Source: an optimization exercise on an open RTL-to-GDS flow (aim: small area, a short achievable clock period and few clock cycles per item). Production flows keep margins and buffers that such runs may drop.
The RTL was checked by simulation tests, not by an equivalence proof against the original design.
No activity file was given, so power comes from the tool's default toggle rates.

### design/flow/design.v
`timescale 1ns / 1ps
package itaf_pkg;
    localparam logic [6:0] MAX_CHARS = 7'd64;
endpackage
`timescale 1ns / 1ps
`timescale 1ns / 1ps
`timescale 1ns / 1ps
`timescale 1ns / 1ps
module integer_to_ascii_formatter
#(
    parameter int VALUE_WIDTH = 64
)
(
    input  logic                   clk,
    input  logic                   rst_n,
    input  logic                   item_valid,
    output logic                   item_stall,
    input  logic [VALUE_WIDTH-1:0] value,
    input  logic [1:0]             base_select,
    input  logic [6:0]             min_width,
    input  logic [5:0]             min_digits,
    input  logic                   signed_mode,
    input  logic                   left_justify,
    input  logic                   zero_pad,
    input  logic                   plus_sign,
    input  logic                   space_sign,
    input  logic                   alt_prefix,
    input  logic                   lower_case,
    output logic                   char_valid,
    input  logic                   char_stall,
    output logic [7:0]             out_char,
    output logic                   last_char
);
    localparam int NN = 22;         
    localparam int CW = 4 * (NN - 1);  
    localparam int RW = CW + 1;     
    localparam int S_LEAD  = 0;
    localparam int S_SIGN  = 1;
    localparam int S_P0    = 2;
    localparam int S_PX    = 3;
    localparam int S_ZERO  = 4;
    localparam int S_DIG   = 5;
    localparam int S_TRAIL = 6;
    localparam logic [2:0] C_EMPTY = 3'd0;
    localparam logic [2:0] C_NEG   = 3'd1;    
    localparam logic [2:0] C_NEG2  = 3'd6;    
    localparam logic [2:0] C_CONV  = 3'd2;
    localparam logic [2:0] C_PLAN1 = 3'd3;
    localparam logic [2:0] C_PLAN2 = 3'd4;
    localparam logic [2:0] C_READY = 3'd5;
    logic [2:0]    c_state;
    logic          c_busy;
    logic          c_rdy;        
    logic          c_isneg, c_isneg2, c_isconv;
    logic          free;         
    logic          free_reg;
    logic          stall_reg;    
    logic [RW-1:0] c_r;
    logic [4:0]    c_step;
    logic          c_skip;
    logic [1:0]    f_base;
    logic [6:0]    f_w;
    logic [5:0]    f_p;
    logic          f_sm, f_lj, f_zp, f_ps, f_ss, f_alt, f_lc;
    logic          f_neg;
    logic          f_cy;         
    logic [1:0]    d_sign;       
    logic          d_hs, d_p0, d_px, d_zpe;
    logic [7:0]    d_wf;         
    logic [5:0]    d_pc;         
    logic [4:0]    p_nd;
    logic [7:0]    a_wf;
    logic [5:0]    a_pc;
    logic [6:0]    p_pad;
    logic [6:0]    p_n2;
    logic          e_act;
    logic [6:0]    e_seg;
    logic [6:0]    e_cnt;
    logic          e_one;        
    logic          e_nt;         
    logic          e_n2one, e_ndone, e_n3one;    
    logic [RW-1:0] e_dig;
    logic [6:0]    e_n2;
    logic [4:0]    e_nd;
    logic [6:0]    e_n3;
    logic [1:0]    e_sign;
    logic          e_hs, e_p0, e_px, e_lc;
    logic          cv_reg;
    logic [7:0]    oc_reg;
    logic          lc_reg;
    logic          sv_reg;       
    logic [7:0]    sc_reg;
    logic          sl_reg;
    logic          take;
    logic          handoff;
    logic          in_neg, in_dec;
    logic [63:0]   raw, mag;
    logic [RW-1:0] lay, lay_in;
    logic          is_dec, is_hex, is_oct;
    logic          skip;
    logic [RW-1:0] dab;
    logic [1:0]    fixed;
    logic [6:0]    wc;
    assign free   = free_reg;
    assign take   = free && item_valid;
    assign is_oct = (f_base == 2'd0);
    assign is_dec = (f_base == 2'd1);
    assign is_hex = f_base[1];
    assign raw    = c_r[CW-1 -: 64];
    assign mag    = f_neg ? {~raw[63:32] + {31'd0, f_cy}, raw[31:0]} : raw;
    assign in_neg = signed_mode && value[63];
    assign in_dec = (base_select == 2'd1);
    function automatic logic [RW-1:0] layout(input logic [63:0] m, input logic [1:0] b);
        layout = '0;
        if (b == 2'd1)
            layout[CW-1 -: 64] = m;
        else if (b[1])
            layout[63:0] = m;
        else
        begin
            for (int j = 0; j < NN - 1; j++)
                layout[4*j +: 3] = m[3*j +: 3];
            layout[CW] = m[63];
        end
    endfunction
    assign lay    = layout(mag, f_base);
    assign lay_in = {1'b0, value, 20'd0};
    function automatic logic [3:0] add3(input logic [3:0] x);
        add3[3] = x[3] | (x[2] & x[0]) | (x[2] & x[1]);
        add3[2] = (x[3] & x[0]) | (x[2] & !x[1] & !x[0]);
        add3[1] = (x[3] & !x[0]) | (!x[2] & x[1]) | (x[1] & x[0]);
        add3[0] = (!x[3] & !x[2] & x[0]) | (x[2] & x[1] & !x[0]) | (x[3] & !x[0]);
    endfunction
    logic [NN-1:0] dmask;
    always_comb
        for (int j = 0; j < NN; j++)
            dmask[j] = (j <= 4) || (c_step >= 5'(j - 4));
    always_comb
    begin
        dab = c_r;
        for (int u = 0; u < 4; u++)
        begin
            for (int j = 0; j < NN - 1; j++)
            begin
                if (j <= 4 || dmask[j])
                    dab[4*j +: 4] = add3(dab[4*j +: 4]);
            end
            dab[CW-1:0] = {dab[CW-2:0], dab[CW-1]};
        end
    end
    assign skip = c_skip;
    logic [RW-1:0] c_r_d, negl;
    logic          c_r_en;
    always_comb
    begin
        negl = c_r;
        negl[CW-33 -: 32] = ~raw[31:0] + 32'd1;
        c_r_d = ({RW{free}}                & lay_in)
              | ({RW{c_isneg}}             & negl)
              | ({RW{c_isneg2}}            & lay)
              | ({RW{c_isconv && c_skip}}  & {c_r[CW], c_r[CW-17:0], 16'd0})
              | ({RW{c_isconv && !c_skip}} & dab);
        c_r_en = free || c_isneg || c_isneg2 || c_isconv;
    end
    logic [4:0] nd_calc;
    logic [6:0] pad_calc, n2_calc;
    logic [7:0] q_m_nd;
    assign fixed = 2'(d_hs) + 2'(d_p0) + 2'(d_px);
    always_comb
    begin
        logic [31:0] x;
        logic [15:0] y16;
        logic [7:0]  y8;
        logic [3:0]  y4;
        logic [1:0]  y2;
        x = '0;
        x[1] = 1'b1;
        for (int j = 1; j < NN; j++)
            x[j + 1] = (j == NN - 1) ? c_r[CW] : (c_r[4*j +: 4] != 4'd0);
        nd_calc[4] = |x[31:16];
        y16        = nd_calc[4] ? x[31:16] : x[15:0];
        nd_calc[3] = |y16[15:8];
        y8         = nd_calc[3] ? y16[15:8] : y16[7:0];
        nd_calc[2] = |y8[7:4];
        y4         = nd_calc[2] ? y8[7:4] : y8[3:0];
        nd_calc[1] = |y4[3:2];
        y2         = nd_calc[1] ? y4[3:2] : y4[1:0];
        nd_calc[0] = y2[1];
    end
    logic [7:0] x1_s, x2_s, x3_s;
    logic       gt, sel;
    always_comb
    begin
        x1_s     = a_wf - {3'b000, p_nd};
        x2_s     = {2'b00, a_pc} - {3'b000, p_nd};
        x3_s     = a_wf - {2'b00, a_pc};
        gt       = ({1'b0, p_nd} > a_pc);
        sel      = d_zpe && !a_wf[7] && (a_wf[6:0] > {1'b0, a_pc});
        pad_calc = gt ? (x1_s[7] ? 7'd0 : x1_s[6:0]) : (x3_s[7] ? 7'd0 : x3_s[6:0]);
        q_m_nd   = sel ? x1_s : x2_s;
        n2_calc  = q_m_nd[7] ? 7'd0 : q_m_nd[6:0];
    end
    always_ff @(posedge clk)
    begin
        a_wf   <= d_wf;
        a_pc   <= d_pc;
    end
    assign wc = f_w[6] ? 7'd64 : f_w;
    logic [2:0] st_nx;
    always_comb
    begin
        st_nx = c_state;
        if (free)
            st_nx = !item_valid ? C_EMPTY : in_neg ? C_NEG : in_dec ? C_CONV : C_NEG2;
        else
            unique case (c_state)
                C_NEG:   st_nx = C_NEG2;
                C_NEG2:  st_nx = is_dec ? C_CONV : C_PLAN1;
                C_CONV:  if ((skip && c_step == 5'd12) || (!skip && c_step == 5'd15))
                             st_nx = C_PLAN1;
                C_PLAN1: st_nx = C_PLAN2;
                C_PLAN2: st_nx = C_READY;
                C_READY: st_nx = C_READY;
                default: st_nx = C_EMPTY;
            endcase
    end
    always_ff @(posedge clk or negedge rst_n)
    begin
        if (!rst_n)
        begin
            c_state  <= C_EMPTY;
            c_busy   <= 1'b0;
            c_rdy    <= 1'b0;
            c_isneg  <= 1'b0;
            c_isneg2 <= 1'b0;
            c_isconv <= 1'b0;
        end
        else
        begin
            c_state  <= st_nx;
            c_busy   <= (st_nx != C_EMPTY);
            c_rdy    <= (st_nx == C_READY);
            c_isneg  <= (st_nx == C_NEG);
            c_isneg2 <= (st_nx == C_NEG2);
            c_isconv <= (st_nx == C_CONV);
        end
    end
    always_comb
    begin
        if (f_neg)                   d_sign = 2'd1;
        else if (f_sm && f_ps)       d_sign = 2'd2;
        else if (f_sm && f_ss)       d_sign = 2'd3;
        else                         d_sign = 2'd0;
        d_hs  = (d_sign != 2'd0);
        d_p0  = f_alt && !is_dec;
        d_px  = f_alt && is_hex;
        d_zpe = f_zp && !f_lj;
        d_wf  = {1'b0, wc} - {6'd0, fixed};
        d_pc  = (fixed == 2'd3 && f_p[5:1] == 5'b11111) ? 6'd61
              : (fixed[1] && f_p == 6'd63)             ? 6'd62 : f_p;
    end
    always_ff @(posedge clk)
        if (c_r_en)
            c_r <= c_r_d;
    always_ff @(posedge clk)
    begin
        if (free)
            begin
                c_step    <= 5'd0;
                c_skip    <= in_dec && !in_neg && (value[63:48] == 16'd0);
                f_neg  <= in_neg;
                f_base <= base_select;
                f_w    <= min_width;
                f_p    <= min_digits;
                f_sm   <= signed_mode;
                f_lj   <= left_justify;
                f_zp   <= zero_pad;
                f_ps   <= plus_sign;
                f_ss   <= space_sign;
                f_alt  <= alt_prefix;
                f_lc   <= lower_case;
            end
        else
        begin
            if (c_isneg)
                f_cy <= (raw[31:0] == 32'd0);
            if (c_isconv)
                c_step <= c_step + (c_skip ? 5'd4 : 5'd1);
            c_skip <= c_isconv && c_skip && (c_r[CW-17 -: 16] == 16'd0);
            if (c_state == C_PLAN1)
                p_nd  <= nd_calc;
            if (c_state == C_PLAN2)
            begin
                p_pad <= pad_calc;
                p_n2  <= n2_calc;
            end
        end
    end
    assign item_stall = stall_reg;
    logic       emit;
    logic       head_ld;
    logic       seg_end;
    logic       is_last;
    logic [6:0] pres_cur, pres_new;
    logic [6:0] nxt_seg, first_seg;
    logic [6:0] nxt_cnt, first_cnt;
    logic [3:0] dsel;
    logic [7:0] dchar, ch;
    logic [6:0] n1_new, n3_new;
    assign emit    = e_act && !sv_reg;
    assign head_ld = !cv_reg || !char_stall;
    assign seg_end = e_one;
    assign is_last = e_one && (e_seg[S_TRAIL] || (e_seg[S_DIG] && e_nt));
    assign handoff = c_busy && free_reg;
    logic [6:0] seg_nx;
    logic       one_nx, nt_nx, act_nx, sv_nx, busy_nx, rdy_nx, free_nx;
    always_comb
    begin
        seg_nx = e_seg;
        one_nx = e_one;
        nt_nx  = e_nt;
        if (handoff)
        begin
            seg_nx = first_seg;
            one_nx = (first_cnt == 7'd1);
            nt_nx  = (n3_new == 7'd0);
        end
        else if (emit)
        begin
            if (seg_end)
            begin
                seg_nx = nxt_seg;
                one_nx = (nxt_seg[S_ZERO] && e_n2one) || (nxt_seg[S_DIG] && e_ndone)
                      || (nxt_seg[S_TRAIL] && e_n3one) || nxt_seg[S_SIGN] || nxt_seg[S_P0] || nxt_seg[S_PX];
            end
            else
                one_nx = (e_cnt == 7'd2);
        end
        act_nx  = handoff || (e_act && !(emit && is_last));
        sv_nx   = !head_ld && (emit || sv_reg);
        busy_nx = free ? item_valid
                       : (c_busy && (c_state == C_NEG || c_state == C_NEG2 || c_state == C_CONV || c_state == C_PLAN1
                                     || c_state == C_PLAN2 || c_state == C_READY));
        rdy_nx  = !free && (c_state == C_PLAN2 || c_state == C_READY);
        free_nx = !busy_nx || (rdy_nx && (!act_nx || (!sv_nx && one_nx
                                                      && (seg_nx[S_TRAIL] || (seg_nx[S_DIG] && nt_nx)))));
    end
    assign pres_cur = {e_n3 != 7'd0, 1'b1, e_n2 != 7'd0, e_px, e_p0, e_hs, 1'b0};
    assign n1_new   = (!f_lj && !d_zpe) ? p_pad : 7'd0;
    assign n3_new   = f_lj ? p_pad : 7'd0;
    assign pres_new = {1'b0, 1'b1, p_n2 != 7'd0, d_px, d_p0, d_hs, n1_new != 7'd0};
    always_comb
    begin
        logic [6:0] after;
        logic       found;
        after = '0;
        for (int k = 1; k < 7; k++)
            after[k] = after[k-1] | e_seg[k-1];
        nxt_seg = '0;
        found   = 1'b0;
        for (int k = 0; k < 7; k++)
            if (!found && after[k] && pres_cur[k])
            begin
                nxt_seg[k] = 1'b1;
                found      = 1'b1;
            end
        first_seg = '0;
        found     = 1'b0;
        for (int k = 0; k < 7; k++)
            if (!found && pres_new[k])
            begin
                first_seg[k] = 1'b1;
                found        = 1'b1;
            end
    end
    always_comb
    begin
        nxt_cnt = 7'd1;
        if (nxt_seg[S_ZERO])  nxt_cnt = e_n2;
        if (nxt_seg[S_DIG])   nxt_cnt = {2'b00, e_nd};
        if (nxt_seg[S_TRAIL]) nxt_cnt = e_n3;
        first_cnt = 7'd1;
        if (first_seg[S_LEAD]) first_cnt = n1_new;
        if (first_seg[S_ZERO]) first_cnt = p_n2;
        if (first_seg[S_DIG])  first_cnt = {2'b00, p_nd};
    end
    logic [127:0] dtab;
    always_comb
    begin
        dtab = '0;
        for (int j = 0; j < NN - 1; j++)
            dtab[4*(j+1) +: 4] = e_dig[4*j +: 4];
        dtab[4*NN +: 4] = {3'b000, e_dig[CW]};
        dsel = 4'd0;
        for (int j = 0; j < NN; j++)
            if (e_cnt[4:0] == 5'(j + 1))
                dsel = dtab[4*(j+1) +: 4];
        if (dsel[3] && (dsel[2] || dsel[1]))
        begin
            dchar[7:4] = e_lc ? 4'h6 : 4'h4;
            unique case (dsel[2:0])
                3'd2:    dchar[3:0] = 4'd1;
                3'd3:    dchar[3:0] = 4'd2;
                3'd4:    dchar[3:0] = 4'd3;
                3'd5:    dchar[3:0] = 4'd4;
                3'd6:    dchar[3:0] = 4'd5;
                default: dchar[3:0] = 4'd6;
            endcase
        end
        else
            dchar = {4'h3, dsel};
    end
    always_comb
    begin
        ch = 8'h20;
        if (e_seg[S_SIGN])
            ch = (e_sign == 2'd1) ? 8'h2D : (e_sign == 2'd2) ? 8'h2B : 8'h20;
        if (e_seg[S_P0] || e_seg[S_ZERO])
            ch = 8'h30;
        if (e_seg[S_PX])
            ch = e_lc ? 8'h78 : 8'h58;
        if (e_seg[S_DIG])
            ch = dchar;
    end
    always_ff @(posedge clk or negedge rst_n)
    begin
        if (!rst_n)
        begin
            e_act    <= 1'b0;
            cv_reg   <= 1'b0;
            sv_reg   <= 1'b0;
            free_reg  <= 1'b1;
            stall_reg <= 1'b0;
        end
        else
        begin
            free_reg  <= free_nx;
            stall_reg <= !free_nx;
            if (head_ld)
            begin
                cv_reg <= sv_reg || emit;
                sv_reg <= 1'b0;
            end
            else if (emit)
                sv_reg <= 1'b1;
            if (handoff)
                e_act <= 1'b1;
            else if (emit && is_last)
                e_act <= 1'b0;
        end
    end
    always_ff @(posedge clk)
    begin
        if (head_ld)
        begin
            oc_reg <= sv_reg ? sc_reg : ch;
            lc_reg <= sv_reg ? sl_reg : is_last;
        end
        if (!head_ld && !sv_reg)
        begin
            sc_reg <= ch;
            sl_reg <= is_last;
        end
        e_seg <= seg_nx;
        e_one <= one_nx;
        e_nt  <= nt_nx;
        if (handoff)
        begin
            e_cnt  <= first_cnt;
            e_n2one <= (p_n2 == 7'd1);
            e_ndone <= (p_nd == 5'd1);
            e_n3one <= (n3_new == 7'd1);
            e_dig  <= c_r;
            e_n2   <= p_n2;
            e_nd   <= p_nd;
            e_n3   <= n3_new;
            e_sign <= d_sign;
            e_hs   <= d_hs;
            e_p0   <= d_p0;
            e_px   <= d_px;
            e_lc   <= f_lc;
        end
        else if (emit)
        begin
            if (seg_end)
                e_cnt <= nxt_cnt;
            else
                e_cnt <= e_cnt - 7'd1;
        end
    end
    assign char_valid = cv_reg;
    assign out_char   = oc_reg;
    assign last_char  = lc_reg;
endmodule
### design/flow/flow/run.sh
#!/bin/bash
# Standard layout, with the timing repair aiming at a setup margin of 6.5 ns.
set -euo pipefail
bash standard.sh SETUP_SLACK_MARGIN=6.5 finish > standard.log 2>&1
### design/flow/standard.sh
#!/bin/bash
# synth_recipe.tcl (not shown) runs the flow's synth.tcl, then flattens the netlist and writes it again
# the make line also repeats each setting of config.mk as NAME=value (left out here)
make -C /OpenROAD-flow-scripts/flow DESIGN_CONFIG=/design/flow/config.mk WORK_HOME=/design/flow/orfs CLKGATE_MAP_FILE= SYNTH_SCRIPT=/design/flow/synth_recipe.tcl "${@:-finish}"
### design/flow/config.mk
export PLATFORM = sky130hd
export DESIGN_NAME = integer_to_ascii_formatter
export DESIGN_NICKNAME = integer_to_ascii_formatter
export VERILOG_FILES = /design/flow/design.v
export SDC_FILE = /design/flow/constraint.sdc
export NUM_CORES = 4
export LEC_CHECK = 0
export ABC_AREA = 1
export CAP_MARGIN = 20
export CORE_MARGIN = 2
export CORE_UTILIZATION = 40
export SLEW_MARGIN = 20
export TNS_END_PERCENT = 0
### design/flow/constraint.sdc
create_clock -name core_clock -period 10.0 [get_ports {clk}]
set_input_delay 2.0000 -clock core_clock [delete_from_list [all_inputs] [get_ports {clk}]]
set_output_delay 2.0000 -clock core_clock [all_outputs]
set_load 0.01 [all_outputs]
==> results of run 1 <==
[area by class of cell]
class,count,area [µm²],area share
Clock buffer,44,952,0.0340
Sequential cell,305,8870,0.317
Timing Repair Buffer,181,1620,0.0580
Inverter,626,2370,0.0848
Multi-Input combinational cell,2385,13000,0.463
Clock inverter,22,226,0.00809
Tap cell,782,978,0.0349
[worst min-delay path by stage]
stage	start	to	slack (ns)	cells after the start
floorplan	f_lc$_DFFE_PP_	e_lc$_DFFE_PP_	0.40	0
global placement	f_p[4]$_DFFE_PP_	a_pc[4]$_SDFF_PP1_	0.35	0
detailed placement	f_p[2]$_DFFE_PP_	a_pc[2]$_SDFF_PP1_	0.36	0
CTS	f_p[4]$_DFFE_PP_	a_pc[4]$_SDFF_PP1_	0.37	0
global route	f_p[2]$_DFFE_PP_	a_pc[2]$_SDFF_PP1_	0.38	0
finish	f_p[2]$_DFFE_PP_	a_pc[2]$_SDFF_PP1_	0.37	0
[critical path, cell delays in order, from the launching register on]
cell and delay, ns:
edfxtp_1 0.63, nor2_1 0.35, nand2_1 0.24, inv_1 0.12
nand2_1 0.06, inv_1 0.12, nand3_2 0.31, nor2_4 0.29
o21ai_0 0.11, a21oi_1 0.18, nand3_1 0.25, o21ai_0 0.23
inv_1 0.06, o21bai_1 0.31
[what timing repair did]
item,4_1_cts,5_1_grt
cloned,0,1
buffers inserted,5,56
gates resized for setup,22,101
pin swaps,3,25
setup endpoints to repair,92,103
[cell usage in the layout (no fill, tap or decap), types with 10 or more instances in the layout]
cell type	Yosys	final
inv_2	57	63
a31oi_1	25	25
o21ai_0	208	200
o21ai_1	72	73
o221ai_1	35	35
nor4_1	16	14
edfxtp_1	269	269
o311ai_1	12	13
ha_1	32	28
a22oi_1	12	11
o2111ai_1	30	30
o211ai_1	42	42
a221oi_1	44	44
dfrtp_1	11	10
a21oi_1	205	199
nand3_1	176	170
nand2_2	3	12
dfxtp_1	24	20
clkinv_1	10	14
o22ai_1	53	53
xor2_1	49	46
buf_4	5	80
or2_2	23	22
nand4_1	18	18
clkdlybuf4s50_1	0	99
inv_1	558	546
nor3_1	61	58
a21oi_2	21	25
nand2_1	655	640
nor2_1	434	412
a211oi_1	10	10
nor2_4	5	16
nor2_2	8	20
o31ai_1	14	13
o21ai_2	7	11
clkbuf_16	0	37
[metrics by stage]
stage / utilization / instance area, µm² / hold WS [ns] / power (µW) / worst slack [ns]
2_1_floorplan: - / 24200 / 0.400 / 6760 / 5.94
3_3_place_gp: 0.432 / 25900 / 0.353 / 8530 / 5.74
3_5_place_dp: 0.432 / 25900 / 0.358 / 8530 / 5.68
4_1_cts: 0.453 / 27200 / 0.372 / 9930 / 6.35
5_1_grt: 0.467 / 28000 / 0.377 / 11100 / 6.32
6_report: 0.467 / 28000 / 0.369 / 10300 / 6.50
[power by group through the flow]
stage               Combinational [µW]  Sequential, µW  Clock (µW)
detailed placement                5620            2910           0
CTS                               5680            2890        1360
finish                            6070            2910        1360
global route                      6750            2960        1410
floorplan                         4210            2540           0
global placement                  5620            2910           0
[per-layer routing]
metal,GRT usage,vias up
li1,-,11900
met3,0.0506,226
met2,0.428,1236
met4,0.114,0
met5,0,-
met1,0.378,11500
[cell families (layout without fill, tap and decap cells)]
group	Yosys count	in the layout	share of synthesized area
AO/OA/AOI/OAI	860	860	0.229
XOR/XNOR	56	56	0.0203
adder cells (fa/ha/maj)	37	37	0.0207
buffers and inverters	728	873	0.115
flip-flops	305	305	0.366
multiplexers	4	4	0.00171
other	1	1	0.000155
AND/OR/NAND/NOR	1426	1427	0.247
==> run summary, run 1 <==
* Iteration-0 DRC count of the detailed router at 2699
* # diodes at 0
* Ys async rst share at 0.0393
* Critical Path End: p_nd[0]$_DFFE_PP_
* Row count at 90
* Setup_tns at 0 ns
* Detailed Place HPWL at 67500 µm
* Final nets at 3662
* Cell Area, Synth at 24200 µm²
* Critical path type: register to register
* Worst-path clk slew at 0.06 ns
* Reg2reg start: c_r[64]$_DFFE_PP_
* Worst rel slew slack at 0.421
* HP Class: register to register
* Via Count at 24800
* Worst-Margin Slew at 0.868 ns
* Worst Path Required at 10.34 ns
* Initial antenna violation count at 0
* Synth top cells by count: 655 x nand2_1, 558 x inv_1, 434 x nor2_1
* Chip width at 250 µm
* Synth Net Count at 3544
* Clock group share of total power at 0.132
* Drt pass-1 iters at 7
* Internal at 4870 µW
* Cells after Synth at 3417
* DRT Wirelength at 89100 µm
* CP Max Fanout at 10
* EDFF count, synth at 269
* IO Port Bufs at 99
* Final Non-Filler Cells at 4345
* Layout cell share with drive strength beyond 1 at 0.107
* Cell variety after synth at 86
* First-pass GRT wire length at 134000 µm
* Switching Fraction at 0.529
* Num ports at 101
* Arr. time, crit path at 3.84 ns
* All-Layer GR Usage at 0.276
* Crit. Startpoint: c_r[64]$_DFFE_PP_
* Num CTS Buffers at 36
* Most frequent cell after synthesis: nand2_1
* Longest Clk Path Bufs at 3
* Core Box Area at 60000 µm²
* Met2 WL at 39200 µm
* CTS root buf: clkbuf_16
* Leak at 0.0118 µW
* Logic pwr share at 0.587
* Die area at 62400 µm²
* Final setup vio count at 0
* Fin. max-slew vios at 0
* Worst reg2reg path endpoint: p_nd[0]$_DFFE_PP_
* Wl on met1 at 37500 µm
* Yosys top cell area share at 0.334
* CTS tree: yes
* Ranking of synthesized cells by area: edfxtp_1 33%, nand2_1 10%, inv_1 8.7%
* Final period util at 0.350
* Critical Path End Type: register
* Synth Flop Type: edfxtp_1
* Top flop regs: c_r x85, e_dig x85, a_wf x8
* Clock skew at 0.0286 ns
* Sequential share of power at 0.282
* Gpl congestion at 1.01
* Syn-to-layout area delta at 15.8%
* Fin. Hold Viols at 0
* Peak VDD IR at 0.140 mV
* Sequential share of the synthesized area at 0.366
* Met3 routed WL at 8400 µm
* Number of synthesized register bits at 305
* Max Fclk at 286 MHz
* Total of max-cap violations at 0
* Placed cells at 4217
* Sw Pwr at 5480 µW
* Status: finished clean
* Grt total ovfl at 0
* Clock sinks at 305
* Fill cells at 6039
* Initial Util at 0.403
* Vias in the first global route at 22400
* Worst R2R Path Depth at 13
* Drt wl/cell at 20.5 µm
* Clock latency on the worst-skew pair at 0.57 ns
* Die height at 250 µm
* Routed Antenna Nets at 0
* Crit path launch type: register
* Crit path time final at 3.50 ns
* # hold bufs at CTS at 0
* H-tree lvl count at 2
* Highest routed layer: met4
* Synth area leader: edfxtp_1
* Pwr dens at 369 nW/µm²
* Residual DRC at 0
* RSZ-0062 raised after global routing: yes
* Largest net degree at the start of global routing at 67
* Reg-to-reg slack, setup at 6.50 ns
* Syn_area_per_cell at 7.08 µm²
* DR vias/cell at 5.72
* Ys Warns at 1
Testbench counts, summed over its fixed seeds: cycles 50,651, items 3,200.
==> run 2, diff against run 1 <==
==> design/flow/flow/run.sh (replaced) <==
#!/bin/bash
# Standard layout, with the timing repair aiming at a setup margin of 6.0 ns.
set -euo pipefail
bash standard.sh SETUP_SLACK_MARGIN=6.0 finish > standard.log 2>&1
==> run 2 against run 1 <==
Still clean on timing, DRC and antenna. Power down 2.5%. Highest routed layer unchanged. Worst hold slack about the same. Area after synthesis unchanged.
==> run summary, run 2 <==
* IO Port Bufs at 99 (unchanged)
* Multiplexer share of the synthesized area at 0.00171 (unchanged)
* Reg2reg start: c_r[64]$_DFFE_PP_
* Iteration-0 DRC count of the detailed router at 2638 (-2.3%)
* H-tree lvl count at 2 (unchanged)
* CTS root buf: clkbuf_16
* Ranking of synthesized cells by area: edfxtp_1 33%, nand2_1 10%, inv_1 8.7%
* Syn_area_per_cell at 7.08 µm² (unchanged)
* CTS tree: yes
* Num CTS Buffers at 36 (unchanged)
* Critical path's top delay family: simple AND/OR/NAND/NOR gates
* Syn-to-layout area delta at 12.7%
* Die height at 250 µm (unchanged)
* Clock skew at 0.0241 ns (-0.00448 ns)
* Hold slack final at 0.369 ns (+0.0000980 ns)
* Hold depth at 0 (unchanged)
* HP Class: register to register
* Residual DRC at 0 (unchanged)
* CP Max Fanout at 10 (unchanged)
* Synth Flop Type: edfxtp_1
* Detailed Place HPWL at 67500 µm (unchanged)
* Slowest cell on crit path: edfxtp_1
* Main combinational cell family by area after synthesis: simple AND/OR/NAND/NOR gates
* Worst Path Required at 10.35 ns (about the same)
* Arr. time, crit path at 4.26 ns (+0.42 ns)
* Gpl congestion at 1.01 (unchanged)
* Ys async rst share at 0.0393 (unchanged)
* Setup_tns at 0 ns (unchanged)
* Most frequent cell after synthesis: nand2_1
* Leak at 0.0115 µW (-2.5%)
* Longest Clk Path Bufs at 3 (unchanged)
* Die area at 62400 µm² (unchanged)
* Grt total ovfl at 0 (unchanged)
* Vias in the first global route at 22400 (-0.094%)
* Final nets at 3612 (-1.4%)
* First-pass GRT wire length at 133000 µm (-0.17%)
* Fill cells at 6121 (+1.4%)
* Peak VDD IR at 0.141 mV (+0.62%)
* Worst R2R Path Depth at 13 (unchanged)
* Top flop regs: c_r x85, e_dig x85, a_wf x8
* Stages on the worst setup path at 13 (unchanged)
* Drt pass-1 iters at 6 (-1)
* Post-Synth Adder-Cell Area at 0.0207 (unchanged)
* DR vias/cell at 5.72 (about the same)
* Crit-path cells: nor2_1 > nand2_1 > inv_1 > nand2_1 > inv_1 > nand3_1 > nor2_1 > o21ai_0 > a21oi_1 > nand3_1 > o21ai_0 > inv_1 > o21bai_1
* Max Fclk at 256 MHz (-11%)
* Reg-to-reg slack, setup at 6.09 ns (-0.41 ns)
* Commonest non-fill, non-tap cells in the layout: 653 x nand2_1, 556 x inv_1, 428 x nor2_1
* Final period util at 0.391 (+0.0412)
* Critical Path End Type: register
* Hold path startpoint: f_p[2]$_DFFE_PP_
* Cells after Synth at 3417 (unchanged)
* Drt wl/cell at 20.5 µm (about the same)
* Core Box Area at 60000 µm² (unchanged)
* Sequential share of the synthesized area at 0.366 (unchanged)
* Synth Net Count at 3544 (unchanged)
* Initial Util at 0.403 (unchanged)
* Fin. max-slew vios at 0 (unchanged)
* Fraction of the mapped netlist area in simple logic gates at 0.247 (unchanged)
* Area taken by flip-flops and latches at 8870 µm² (about the same)
* Most common cell after layout, fill and taps aside: nand2_1
* Pwr Total at 10100 µW (-2.5%)
* Post-Synth XOR/XNOR Area at 0.0203 (unchanged)
* Num ports at 101 (unchanged)
* # diodes at 0 (unchanged)
* DRT Wirelength at 88100 µm (-1.2%)
* Cell Area, Synth at 24200 µm² (unchanged)
* Initial antenna violation count at 0 (unchanged)
* Buffers & Inverters on Critical Path at 3 (unchanged)
* Via Count at 24600 (-1.1%)
* Worst reg2reg path endpoint: p_nd[0]$_DFFE_PP_
* EDFF count, synth at 269 (unchanged)
* Synth area leader: edfxtp_1
* Clock latency on the worst-skew pair at 0.57 ns (about the same)
* # hold bufs at CTS at 0 (unchanged)
* Largest net degree at the start of global routing at 67 (unchanged)
* Total of max-cap violations at 0 (unchanged)
* Status: finished clean
* Critical path type: register to register
* Yosys top cell area share at 0.334 (unchanged)
* All-Layer GR Usage at 0.275 (-0.000457)
* Cell variety after synth at 86 (unchanged)
* Crit path time final at 3.91 ns (+0.412 ns)
* Number of synthesized register bits at 305 (unchanged)
* Layout cell share with drive strength beyond 1 at 0.0746 (-0.0326)
* Row count at 90 (unchanged)
* Worst-path clk slew at 0.06 ns (about the same)
* Max stage delay on crit path at 0.64 ns (about the same)
* Worst-Margin Slew at 0.915 ns (+0.0469 ns)
* Routed Antenna Nets at 0 (unchanged)
* Crit path launch type: register
* Chip width at 250 µm (unchanged)
* Synth Area in Compound Gates at 0.229 (unchanged)
* Hold Crit Endpoint: a_pc[2]$_SDFF_PP1_
* Worst rel slew slack at 0.388 (-0.0335)
* CP most frequent cell: inv_1
* Final setup vio count at 0 (unchanged)
* Synth top cells by count: 655 x nand2_1, 558 x inv_1, 434 x nor2_1
* RSZ-0062 raised after global routing: yes
* Multi-input gate area at 12600 µm² (-2.6%)
* Ys Warns at 1 (unchanged)
* Fin. Hold Viols at 0 (unchanged)
* Pwr dens at 370 nW/µm² (+0.20%)
* Clock sinks at 305 (unchanged)
==> run 2: cell count changes in the layout (fill, tap and decap cells not counted), moves of 7 or more <==
cell,change
nand2_1,+13
inv_1,+10
nor2_4,-8
nor2_2,-9
buf_4,-47
nor2_1,+16
nand2_2,-7
==> run 2: kinds of logic after synthesis <==
group,Yosys count
compound gates,860
xor+xnor,56
fa+ha+maj,37
buf+inv,728
flops,305
mux,4
other cells,1
simple gates,1426
==> run 2: power breakdown <==
part	leakage (µW)	internal (µW)	switching, µW	total (µW)
clock network	0.000580	787	571	1360
registers	0.00302	2220	701	2920
logic	0.00794	1730	4080	5810
total	0.0115	4740	5350	10100
==> run 2: area by class of cell <==
| cell class | instances | area share |
|---|---|---|
| clock buffer | 44 | 0.0349 |
| timing repair buffer | 132 | 0.0454 |
| sequential | 305 | 0.325 |
| clock inverter | 22 | 0.00831 |
| inverter | 626 | 0.0866 |
| tap | 782 | 0.0359 |
| multi-input combinational | 2384 | 0.463 |
==> run 2: worst max path at each step <==
| stage | from | to | slack, ns |
|---|---|---|---|
| floorplan | free_reg$_DFF_PN1_ | c_r[0]$_DFFE_PP_ | 5.94 |
| finish | c_r[64]$_DFFE_PP_ | p_nd[0]$_DFFE_PP_ | 6.09 |
| detailed placement | c_step[4]$_SDFFE_PP0P_ | c_r[76]$_DFFE_PP_ | 5.68 |
| CTS | c_step[4]$_SDFFE_PP0P_ | c_r[58]$_DFFE_PP_ | 5.89 |
| global route | c_step[2]$_SDFFE_PP0P_ | c_r[64]$_DFFE_PP_ | 5.91 |
| global placement | c_step[4]$_SDFFE_PP0P_ | c_r[76]$_DFFE_PP_ | 5.74 |
==> run 2: per-layer routing <==
metal	vias up	routed length, µm	GRT usage
li1	11800	-	-
met1	11400	37400	0.375
met2	1193	38300	0.427
met3	228	8260	0.0526
met4	0	4050	0.115
met5	-	0	0
==> run 2: per-stage QoR <==
stage          setup slack (ns)  instance area [µm²]  cells   util
3_5_place_dp               5.68                25900   4217  0.432
4_1_cts                    5.89                27100   4285  0.452
3_3_place_gp               5.74                25900   4217  0.432
2_1_floorplan              5.94                24200   3417      -
5_1_grt                    5.91                27300   4295  0.454
6_report                   6.09                27300   4295  0.454
==> run 2: repair_timing <==
action,CTS,global route
pin swaps,1,2
gates resized for setup,1,16
endpoints found under the setup margin,34,77
buffers inserted,2,10
endpoints found under the hold margin,0,0
==> run 3, diff against run 2 <==
==> design/flow/flow/run.sh (replaced) <==
#!/bin/bash
# Standard layout, with the timing repair aiming at a setup margin of 6.8 ns.
set -euo pipefail
bash standard.sh SETUP_SLACK_MARGIN=6.8 finish > standard.log 2>&1
==> run 3 against run 2 <==
Die area unchanged. Sequential power about the same. Sequential cell count unchanged. Area after synthesis unchanged. Worst setup slack improved by 0.52 ns. Clock power about the same. Largest cell class unchanged.
==> run summary, run 3 <==
* Multi-input gate area at 13200 µm² (+4.5%)
* Ys Warns at 1 (unchanged)
* Max Fclk at 295 MHz (+15%)
* Syn_area_per_cell at 7.08 µm² (unchanged)
* Max stage delay on crit path at 0.47 ns (-0.17 ns)
* Final Non-Filler Cells at 4364 (+1.6%)
* Vias in the first global route at 22600 (+0.80%)
* Core Box Area at 60000 µm² (unchanged)
* Pwr dens at 371 nW/µm² (+0.22%)
* Longest Clk Path Bufs at 3 (unchanged)
* Commonest non-fill, non-tap cells in the layout: 635 x nand2_1, 541 x inv_1, 408 x nor2_1
* Row count at 90 (unchanged)
* Highest routed layer: met5
* Routed Antenna Nets at 0 (unchanged)
* Sequential share of the synthesized area at 0.366 (unchanged)
* Peak VDD IR at 0.133 mV (-6.0%)
* DR vias/cell at 5.77 (+0.90%)
* Detailed Place HPWL at 67400 µm (-0.13%)
* Synth top cells by count: 655 x nand2_1, 558 x inv_1, 434 x nor2_1
* Total of max-cap violations at 0 (unchanged)
* Arr. time, crit path at 3.71 ns (-0.55 ns)
* HP Class: register to register
* Synth Net Count at 3544 (unchanged)
* Worst-path clk slew at 0.06 ns (about the same)
* Syn-to-layout area delta at 17.6%
* CTS tree: yes
* Hold depth at 0 (unchanged)
* Worst R2R Path Depth at 32 (+19)
* Setup_tns at 0 ns (unchanged)
* EDFF count, synth at 269 (unchanged)
* Leak at 0.0120 µW (+3.9%)
* Grt total ovfl at 0 (unchanged)
* Met3 routed WL at 7650 µm (-7.4%)
* Gpl congestion at 0.998 (-1.3%)
* Critical Path End Type: register
* Iteration-0 DRC count of the detailed router at 2722 (+3.2%)
* Fin. Hold Viols at 0 (unchanged)
* Final period util at 0.339 (-0.0521)
* Placed cells at 4214 (-0.071%)
* Top flop regs: c_r x85, e_dig x85, a_wf x8
* Initial antenna violation count at 2 (+2)
* Worst Path Required at 10.33 ns (-0.02 ns)
* Most frequent cell after synthesis: nand2_1
* Cell Area, Synth at 24200 µm² (unchanged)
* Number of synthesized register bits at 305 (unchanged)
* CP most frequent cell: nand2_1
* Initial Util at 0.403 (unchanged)
* Slowest cell on crit path: edfxtp_1
* Drt pass-1 iters at 6 (unchanged)
* Chip width at 250 µm (unchanged)
* Num ports at 101 (unchanged)
* # diodes at 0 (unchanged)
* Clock skew at 0.0404 ns (+0.0162 ns)
* Layout cell share with drive strength beyond 1 at 0.127 (+0.0527)
* Critical path type: register to register
* Most common cell after layout, fill and taps aside: nand2_1
* Largest net degree at the start of global routing at 73 (+9.0%)
* Cells after Synth at 3417 (unchanged)
* Synth Flop Type: edfxtp_1
* CP Max Fanout at 3 (-7)
* Clock latency on the worst-skew pair at 0.59 ns (+0.02 ns)
* Yosys top cell area share at 0.334 (unchanged)
* Num CTS Buffers at 38 (+5.6%)
* Cell variety after synth at 86 (unchanged)
* CTS root buf: clkbuf_16
* Worst-Margin Slew at 1.12 ns (+0.204 ns)
* H-tree lvl count at 2 (unchanged)
* Synth area leader: edfxtp_1
* Drt wl/cell at 20.7 µm (+0.74%)
* Die height at 250 µm (unchanged)
* Via Count at 25200 (+2.5%)
* All-Layer GR Usage at 0.279 (+0.00366)
* Worst rel slew slack at 0.246 (-0.141)
* Residual DRC at 0 (unchanged)
* Clock sinks at 305 (unchanged)
* Ranking of synthesized cells by area: edfxtp_1 33%, nand2_1 10%, inv_1 8.7%
* Final setup vio count at 0 (unchanged)
* Die area at 62400 µm² (unchanged)
* RSZ-0062 raised after global routing: yes
* Fin. max-slew vios at 0 (unchanged)
* Fin util at 0.474 (+0.0195)
* Ys async rst share at 0.0393 (unchanged)
* Status: finished clean
* IO Port Bufs at 99 (unchanged)
* Met2 WL at 39400 µm (+2.9%)
* Crit path launch type: register
* Wl on met1 at 38700 µm (+3.6%)
* Final nets at 3679 (+1.9%)
* DRT Wirelength at 90100 µm (+2.4%)
* First-pass GRT wire length at 135000 µm (+1.1%)
* Area taken by flip-flops and latches at 8880 µm² (+0.14%)
* Fill cells at 6021 (-1.6%)
* Crit path time final at 3.39 ns (-0.521 ns)
## run 3: cell counts after synthesis
No cell type changed its count.
## run 3: cells by family after synthesis
family / count (synthesis) / synth area share
xor+xnor: 56 / 0.0203
flops: 305 / 0.366
compound gates: 860 / 0.229
buf+inv: 728 / 0.115
simple gates: 1426 / 0.247
fa+ha+maj: 37 / 0.0207
other cells: 1 / 0.000155
mux: 4 / 0.00171
## run 3: routing by layer
| metal | global-route usage | vias to the layer above |
|---|---|---|
| met4 | 0.120 | 4 |
| li1 | - | 11900 |
| met3 | 0.0499 | 251 |
| met1 | 0.383 | 11800 |
| met2 | 0.430 | 1260 |
| met5 | 0 | - |
## run 3: final timing paths
kind / endpoint / startpoint / slack, ns
worst min register to register: a_pc[5]$_SDFF_PP1_ / f_p[5]$_DFFE_PP_ / 0.38
worst max register to register: oc_reg[0]$_DFFE_PN_ / e_cnt[1]$_DFFE_PP_ / 6.61
max in group asynchronous: c_isneg$_DFF_PN0_ / rst_n / 7.73
worst min-delay path: a_pc[5]$_SDFF_PP1_ / f_p[5]$_DFFE_PP_ / 0.38
min in group asynchronous: stall_reg$_DFF_PN0_ / rst_n / 1.81
worst max-delay path: oc_reg[0]$_DFFE_PN_ / e_cnt[1]$_DFFE_PP_ / 6.61
## run 3: layout make-up
class                           count  share of cell area
Clock buffer                       47              0.0357
Tap cell                          782              0.0344
Inverter                          626              0.0840
Sequential cell                   305               0.312
Clock inverter                     23             0.00717
Timing Repair Buffer              195              0.0615
Timing Repair inverter              2            0.000440
Multi-Input combinational cell   2384               0.464
## run 3: timing repair
| action | 4_1_cts | 5_1_grt |
|---|---|---|
| setup buffers | 43 | 35 |
| pin swaps | 36 | 46 |
| cloned | 2 | 0 |
| resized for setup | 106 | 87 |
| setup endpoints to repair | 196 | 185 |
| hold buffers | 0 | 0 |
## run 3: metrics by stage
| stage | cell area [µm²] | power, µW | hold slack, ns | worst slack (ns) |
|---|---|---|---|---|
| 3_5_place_dp | 25900 | 8520 | 0.363 | 5.75 |
| 4_1_cts | 27800 | 10100 | 0.360 | 6.66 |
| 6_report | 28400 | 10500 | 0.375 | 6.61 |
| 2_1_floorplan | 24200 | 6750 | 0.400 | 6.54 |
| 3_3_place_gp | 25900 | 8510 | 0.355 | 5.76 |
| 5_1_grt | 28400 | 11300 | 0.390 | 6.37 |
## run 3: worst max-delay path, delay by kind of cell, from the launching register on
kind	cells	cell delay, ns
simple gates	27	1.87
fa+ha+maj	1	0.18
buf+inv	3	0.45
flops	1	0.47
compound gates	1	0.16
## run 3: power breakdown
group          leakage [µW]  total, µW  switching, µW  internal [µW]
combinational       0.00836       6250           4310           1940
sequential          0.00303       2910            687           2220
clock              0.000604       1390            586            801
==> run 4, diff against run 3 <==
==> design/flow/flow/run.sh (replaced) <==
#!/bin/bash
# Standard layout, with the timing repair aiming at a setup margin of 7.0 ns.
set -euo pipefail
bash standard.sh SETUP_SLACK_MARGIN=7.0 finish > standard.log 2>&1
==> run 4 against run 3 <==
Power stayed put. Via count stayed put. Area after synthesis stayed put. Sequential power hardly changed. Sequential cell count stayed put. Sequential share of layout area stayed put. Worst setup slack stayed put. Critical endpoint unchanged. Highest routed layer unchanged.
==> run summary, run 4 <==
* CTS root buf: clkbuf_16
* Most frequent cell after synthesis: nand2_1
* Clock group share of total power at 0.131 (about the same)
* Number of synthesized register bits at 305 (unchanged)
* Sequential share of power at 0.276 (about the same)
* Slowest cell on crit path: edfxtp_1
* Hold depth at 0 (unchanged)
* Leak at 0.0120 µW (unchanged)
* Synth Flop Type: edfxtp_1
* CTS tree: yes
* Crit path launch type: register
* DRT Wirelength at 90100 µm (unchanged)
* All-Layer GR Usage at 0.279 (unchanged)
* Synth Net Count at 3544 (unchanged)
* Fin. max-slew vios at 0 (unchanged)
* Cell Area, Synth at 24200 µm² (unchanged)
* Worst rel slew slack at 0.246 (unchanged)
* Reg2reg start: e_cnt[1]$_DFFE_PP_
* Iteration-0 DRC count of the detailed router at 2722 (unchanged)
* M3 GR Usage at 0.0499 (unchanged)
* Fin. Hold Viols at 0 (unchanged)
* Worst-path clk slew at 0.06 ns (about the same)
* Pre-CTS WS at 5.75 ns (unchanged)
* Die area at 62400 µm² (unchanged)
* Placed cells at 4214 (unchanged)
* Critical path's top delay family: simple AND/OR/NAND/NOR gates
* GR Layer Usage met2 at 0.430 (unchanged)
* CP Max Fanout at 3 (unchanged)
* Row count at 90 (unchanged)
* Die height at 250 µm (unchanged)
* Gr busiest metal: met2
* Residual DRC at 0 (unchanged)
* Status: finished clean
* EDFF count, synth at 269 (unchanged)
* Drt pass-1 iters at 6 (unchanged)
* Setup_tns at 0 ns (unchanged)
* Hold slack final at 0.375 ns (unchanged)
* Sequential share of the synthesized area at 0.366 (unchanged)
* Final period util at 0.339 (unchanged)
* Sw Pwr at 5580 µW (unchanged)
* Stages on the worst setup path at 32 (unchanged)
* Ys async rst share at 0.0393 (unchanged)
* Initial Util at 0.403 (unchanged)
* Num ports at 101 (unchanged)
* Crit. Startpoint: e_cnt[1]$_DFFE_PP_
* # diodes at 0 (unchanged)
* Synth area leader: edfxtp_1
* Logic pwr share at 0.592 (about the same)
* Detailed Place HPWL at 67400 µm (unchanged)
* Clock sinks at 305 (unchanged)
* Critical Path End Type: register
* RSZ-0062 raised after global routing: yes
* Cells after Synth at 3417 (unchanged)
* Routed Antenna Nets at 0 (unchanged)
* Largest net degree at the start of global routing at 73 (unchanged)
* Ys Warns at 1 (unchanged)
* Hold path startpoint: f_p[5]$_DFFE_PP_
* Final setup vio count at 0 (unchanged)
* Ranking of synthesized cells by area: edfxtp_1 33%, nand2_1 10%, inv_1 8.7%
* Setup ws final at 6.61 ns (unchanged)
* Switching Fraction at 0.529 (unchanged)
* Arr. time, crit path at 3.71 ns (about the same)
* Pwr dens at 371 nW/µm² (unchanged)
* Total of max-cap violations at 0 (unchanged)
* Longest Clk Path Bufs at 3 (unchanged)
* Worst R2R Path Depth at 32 (unchanged)
* Synth top cells by count: 655 x nand2_1, 558 x inv_1, 434 x nor2_1
* Met1 Use GR at 0.383 (unchanged)
* Yosys top cell area share at 0.334 (unchanged)
* H-tree lvl count at 2 (unchanged)
* Worst-Margin Slew at 1.12 ns (unchanged)
* HP Class: register to register
* Final Non-Filler Cells at 4364 (unchanged)
* Internal at 4970 µW (unchanged)
* IO Port Bufs at 99 (unchanged)
* Layout cell share with drive strength beyond 1 at 0.127 (unchanged)
* Via Count at 25200 (unchanged)
* Chip width at 250 µm (unchanged)
* Commonest non-fill, non-tap cells in the layout: 635 x nand2_1, 541 x inv_1, 408 x nor2_1
* Cell variety after synth at 86 (unchanged)
* Top flop regs: c_r x85, e_dig x85, a_wf x8
* Final nets at 3679 (unchanged)
* Grt total ovfl at 0 (unchanged)
* Peak VDD IR at 0.133 mV (unchanged)
* Critical path type: register to register
* Initial antenna violation count at 2 (unchanged)
* Clock latency on the worst-skew pair at 0.59 ns (about the same)
* Worst Path Required at 10.33 ns (about the same)
* Max stage delay on crit path at 0.47 ns (about the same)
* Buffers & Inverters on Critical Path at 3 (unchanged)
* DR vias/cell at 5.77 (unchanged)
* Drt wl/cell at 20.7 µm (unchanged)
* Core Box Area at 60000 µm² (unchanged)
* CP most frequent cell: nand2_1
* First-pass GRT wire length at 135000 µm (unchanged)
* Clock skew at 0.0404 ns (unchanged)
* Num CTS Buffers at 38 (unchanged)
* Fin util at 0.474 (unchanged)
* Fill cells at 6021 (unchanged)
* Syn-to-layout area delta at 17.6% (unchanged)
* Gpl congestion at 0.998 (unchanged)
* Crit path time final at 3.39 ns (unchanged)
* Vias in the first global route at 22600 (unchanged)
* Max Fclk at 295 MHz (unchanged)
* Most common cell after layout, fill and taps aside: nand2_1
* Syn_area_per_cell at 7.08 µm² (unchanged)
-- run 4: logic make-up after synthesis --
group	share of synthesized area
buffers and inverters	0.115
muxes	0.00171
other	0.000155
adders and majority gates	0.0207
and+or+nand+nor	0.247
DFF	0.366
xor gates and xnor gates	0.0203
AOI/OAI and AO/OA	0.229
-- run 4: worst register-to-register path, delay by kind of cell, from the launching register on --
family,cells,cell delay [ns]
flops,1,0.47
simple gates,27,1.87
buf+inv,3,0.45
compound gates,1,0.16
fa+ha+maj,1,0.18
-- run 4: power by group through the flow --
| stage | Combinational [µW] | Sequential (µW) | Clock (µW) |
|---|---|---|---|
| 6_report | 6250 | 2910 | 1390 |
| 5_1_grt | 6890 | 2960 | 1440 |
| 4_1_cts | 5870 | 2880 | 1390 |
| 3_5_place_dp | 5590 | 2930 | 0 |
| 3_3_place_gp | 5580 | 2940 | 0 |
| 2_1_floorplan | 4220 | 2530 | 0 |
-- run 4: metal layers --
metal,up-vias,part of all wire
li1,11900,-
met1,11800,0.43
met2,1260,0.44
met3,251,0.085
met4,4,0.048
met5,-,0.00016
-- run 4: cell type report --
class | instances | area, µm² | area share
inverters | 626 | 2390 | 0.0840
clock buffers | 47 | 1010 | 0.0357
repair buffers | 195 | 1750 | 0.0615
well taps | 782 | 978 | 0.0344
multi-input cells | 2384 | 13200 | 0.464
repair inverters | 2 | 12.5 | 0.000440
flip-flops and latches | 305 | 8880 | 0.312
clock inverters | 23 | 204 | 0.00717
-- run 4: worst paths after layout --
path                                  endpoint  slack [ns]
hold / removal              a_pc[5]$_SDFF_PP1_        0.38
setup reg to reg           oc_reg[0]$_DFFE_PN_        6.61
max in group asynchronous    c_isneg$_DFF_PN0_        7.73
setup / recovery           oc_reg[0]$_DFFE_PN_        6.61
hold reg to reg             a_pc[5]$_SDFF_PP1_        0.38
min in group asynchronous  stall_reg$_DFF_PN0_        1.81
-- run 4: repair_timing --
action                     4_1_cts  5_1_grt
pin swaps                       36       46
gates cloned                     2        0
setup endpoints to repair      310      261
hold buffers                     0        0
setup buffers                   43       35
gates resized for setup        106       87
-- run 4: through the flow --
step	area, µm²	total power, µW
CTS	27800	10100
global route	28400	11300
global placement	25900	8510
floorplan	24200	6750
detailed placement	25900	8520
finish	28400	10500

[what the ideal ports hide]
The results above use ideal ports. As a check the final layouts listed here were re-extracted and re-timed, cells and wires unchanged. Step 1, drivers: a clkbuf_16 drives clk and a buf_2 each remaining input, both assumed. Step 2 moves the port delays by t, midway between the first and last clock arrival at a register: inputs arrive t later, outputs are due t later. That takes back most of the time a late clock gives input paths. Three values: ideal ports, drivers, drivers and shift; two values: the first two.
run	t, ns	setup WS [ns]	worst register clock-pin slew, ns	worst data-port slew with drivers (ns)
run 1	0.612	6.503 / 6.484 / 5.993	0.07 / 0.07	0.06
run 2	0.609	6.092 / 6.092 / 6.013	0.07 / 0.07	0.06
run 3	0.623	6.613 / 6.613 / 6.235	0.07 / 0.07	0.05
run 4	0.623	6.613 / 6.613 / 6.235	0.07 / 0.07	0.05
After both steps setup and hold are still met in every run listed. The setup slack of run 1, which loses most, moves by -0.019 ns with the drivers and by -0.510 ns with both steps.
